What follows belongs to an exercise in optimizing a design on an open flow for small area; a production flow would make more cautious choices.
RTL that was checked went through simulation tests only; none was proved equivalent to the original.
Power is estimated from default activity; no workload was simulated.

the previous run:
## fft_peak_detect
module fft_peak_detect #(
    parameter int width   = 16,
    parameter int N_2     = 5,
    parameter int SKIP_DC = 1
) (
    input  logic                 clk,
    input  logic                 reset,
    input  logic                 in_valid,
    input  logic [2*width-1:0]   in_data,
    input  logic [2*width-1:0]   threshold,
    output logic                 busy,
    output logic                 result_valid,
    input  logic                 result_ack,
    output logic [N_2-1:0]       peak_idx,
    output logic [2*width-1:0]   peak_mag,
    output logic                 peak_found
);
For scale: ~950 cells after synthesis, ~75 flip-flops, about 0.0097 mm² of cells after synthesis.
export LEC_CHECK = 0
export CAP_MARGIN = 0
export CORE_MARGIN = 2
export CORE_UTILIZATION = 75
export GPL_TIMING_DRIVEN = 0
export PLACE_DENSITY = 0.8
export SLEW_MARGIN = 0
export SYNTH_HIERARCHICAL = 1
create_clock -name core_clock -period 8.0 [get_ports {clk}]
standard.sh (not shown) runs the stock make flow with config.mk's settings and CLKGATE_MAP_FILE= SYNTH_SCRIPT=/design/flow/synth_recipe.tcl, a recipe that flattens the netlist after the stock synthesis.
==> flow/flow/run.sh <==
#!/bin/bash
set -e
export REMOVE_ABC_BUFFERS=1
export BUFFER_PORTS_ARGS="-buffer_cell sky130_fd_sc_hd__buf_1"
export CTS_ARGS="-sink_clustering_enable -repair_clock_nets -dont_use_dummy_load -root_buf sky130_fd_sc_hd__clkbuf_4 -buf_list sky130_fd_sc_hd__clkbuf_8 -sink_clustering_size 20"
bash standard.sh > standard.log 2>&1
--- input diff the previous run..the current run ---
--- a/flow/design.v
+++ b/flow/design.v
@@ -18,13 +18,14 @@
     localparam int PW = 2 * width;
     logic [5:0]            r_pos;
     logic                  w_hold;
     logic [width-1:0]      w_re;
     logic [width-1:0]      w_im;
     logic [PW-1:0]         w_mag;
-    logic [PW-1:0]         r_mag;       
+    logic [PW-1:0]         r_magn;      
+    logic [PW-1:0]         w_cand;      
     logic                  r_vld;       
     logic [3:0]            w_idx;       
     logic                  w_first;
     logic [PW:0]           w_gt;        
     logic                  w_upd;
     logic [PW-1:0]         r_max_mag;
@@ -784,25 +785,26 @@
     assign m880 = t781 ^ g857;
     assign m881 = t783 ^ g829;
     assign m882 = t785 ^ g859;
     assign w_mag = {m882, m881, m880, m879, m878, m877, m876, m875, m874, m873, m872, m871, m870, m869, m868, m867, m866, m865, m864, m863, m862, m861, ~s741, ~s739, ~s737, ~s735, ~s733, ~s731, ~s729, ~s727, ~c726, ~s725};
     assign w_sel = in_valid && (r_pos[5:4] == 2'd0) && (r_pos[3:0] != 4'd0);
     always_ff @(posedge clk) begin
-        r_mag <= w_sel ? w_mag : threshold;
+        r_magn <= ~(w_sel ? w_mag : threshold);
         r_vld <= reset && w_sel;
     end
     assign w_idx   = r_pos[3:0] - 4'd1;
     assign w_first = (r_pos[3:0] == 4'd2);
+    assign w_cand  = ~r_magn;
     assign w_gt[0] = !r_vld;
     for (genvar i = 0; i < PW; i++) begin : g_cmp
-        assign w_gt[i+1] = (r_mag[i] & ~r_max_mag[i]) | ((r_mag[i] | ~r_max_mag[i]) & w_gt[i]);
+        assign w_gt[i+1] = (w_cand[i] & ~r_max_mag[i]) | ((w_cand[i] | ~r_max_mag[i]) & w_gt[i]);
     end
     assign w_upd = r_vld && (w_first || w_gt[PW]);
     always_ff @(posedge clk) begin
         if (w_upd) begin
-            r_max_mag <= r_mag;
+            r_max_mag <= w_cand;
             r_max_idx <= w_idx;
         end
     end
     assign peak_mag   = r_max_mag;
     assign peak_idx   = {1'b0, r_max_idx};
     assign peak_found = !w_gt[PW];
Notes after the runs:
- Changes observed in the current run relative to the previous run: hold slack increased by 40 ps relative to the old numbers, cell area after layout increased by 0.59% relative to the old numbers.
- Number of non-clock inverters was lower in the previous run than in the current run.
- [compare] base=the previous run new=the current run: die area went down 0.34%, estimated wirelength of the detail-placed design went up about 2.8%, clock tree cell share of total cell area held.
The RTL of the current run was laid out without a check of its function.

--- another note on this design; it stands on its own ---

==> flow/design.v (excerpt) <==
module fft_peak_detect #(
    parameter int width   = 16,
    parameter int N_2     = 5,
    parameter int SKIP_DC = 1
) (
    input  logic                 clk,
    input  logic                 reset,
    input  logic                 in_valid,
    input  logic [2*width-1:0]   in_data,
    input  logic [2*width-1:0]   threshold,
    output logic                 busy,
    output logic                 result_valid,
    input  logic                 result_ack,
    output logic [N_2-1:0]       peak_idx,
    output logic [2*width-1:0]   peak_mag,
    output logic                 peak_found
);
==> flow/config.mk <==
export PLATFORM = sky130hd
export DESIGN_NAME = fft_peak_detect
export DESIGN_NICKNAME = fft_peak_detect
export VERILOG_FILES = /design/flow/design.v
export SDC_FILE = /design/flow/constraint.sdc
export NUM_CORES = 4
export LEC_CHECK = 0
export CAP_MARGIN = 0
export CORE_MARGIN = 2
export CORE_UTILIZATION = 60
export GPL_TIMING_DRIVEN = 0
export PLACE_DENSITY = 0.8
export SLEW_MARGIN = 0
export SYNTH_HIERARCHICAL = 1
==> flow/constraint.sdc <==
create_clock -name core_clock -period 8.0 [get_ports {clk}]
set_input_delay 1.6000 -clock core_clock [delete_from_list [all_inputs] [get_ports {clk}]]
set_output_delay 1.6000 -clock core_clock [all_outputs]
set_load 0.01 [all_outputs]
standard.sh (not shown) runs the stock make flow with config.mk's settings and CLKGATE_MAP_FILE= SYNTH_SCRIPT=/design/flow/synth_recipe.tcl, a recipe that flattens the netlist after the stock synthesis.
==> flow/flow/run.sh <==
#!/bin/bash
set -e
export REMOVE_ABC_BUFFERS=1
export BUFFER_PORTS_ARGS="-buffer_cell sky130_fd_sc_hd__buf_1"
export CTS_ARGS="-sink_clustering_enable -repair_clock_nets -dont_use_dummy_load -buf_list sky130_fd_sc_hd__clkbuf_8 -sink_clustering_size 20"
bash standard.sh > standard.log 2>&1
Rerun with:
--- a/flow/flow/run.sh
+++ b/flow/flow/run.sh
@@ -2,3 +2,2 @@
 set -e
-export REMOVE_ABC_BUFFERS=1
 export BUFFER_PORTS_ARGS="-buffer_cell sky130_fd_sc_hd__buf_1"
- PLACE_DENSITY: 0.8 -> not set
Clock skew went down by 0.0072 ns.
Synthesized cell count does not change.
Design area went up by 1.2%.
Via count went down by 1.7%.
Worst setup slack is worse by 0.10 ns.
Count of clock-buffer cells in the layout is unchanged.
Rerun with:
==> flow/flow/run.sh (replaced) <==
#!/bin/bash
set -e
export BUFFER_PORTS_ARGS="-buffer_cell sky130_fd_sc_hd__buf_1"
export CTS_ARGS="-sink_clustering_enable -repair_clock_nets -dont_use_dummy_load -buf_list sky130_fd_sc_hd__clkbuf_8 -sink_clustering_size 40 -sink_clustering_max_diameter 120"
bash standard.sh > standard.log 2>&1
=> The new run finished clean. Via count does not change. Design area stays the same. Total power stays the same. Count of clock-buffer cells in the layout is unchanged. Final cell count is unchanged.

==> separate check: timing with driven ports <==
The results above use ideal ports. As a check the final layouts listed here were re-extracted and re-timed, cells and wires unchanged.
Step 1 assumes that a clkbuf_16 drives the clock port and a buf_2 every other input.
Step 2 adds t to the input delays and takes it off the output delays; t is the mean of the earliest and latest rising clock arrival at the registers after step 1. Input paths then give back, and output paths get back, about the clock's delay inside the block.
a / b / c = no drivers / after step 1 / after step 2; a / b = the first two.
| run | t (ns) | setup slack, ns | worst setup path at the end | worst register clock-pin slew, ns |
|---|---|---|---|---|
| the previous run | 0.432 | 0.273 / 0.275 / -0.157 | input to register | 0.11 / 0.11 |
| the current run | 0.415 | 0.329 / 0.318 / -0.098 | input to register | 0.11 / 0.11 |
| the first run of note 2 | 0.376 | 0.413 / 0.419 / 0.044 | input to register | 0.08 / 0.08 |
| the second run of note 2 | 0.375 | 0.313 / 0.323 / -0.052 | input to register | 0.08 / 0.08 |
| the third run of note 2 | 0.375 | 0.313 / 0.323 / -0.052 | input to register | 0.08 / 0.08 |
With both steps, setup timing fails in the previous run, the current run, the second run of note 2 and the third run of note 2, where it was met with ideal ports. For the previous run, which loses most, drivers alone change the setup slack by +0.002 ns; drivers and shift together by -0.430 ns.
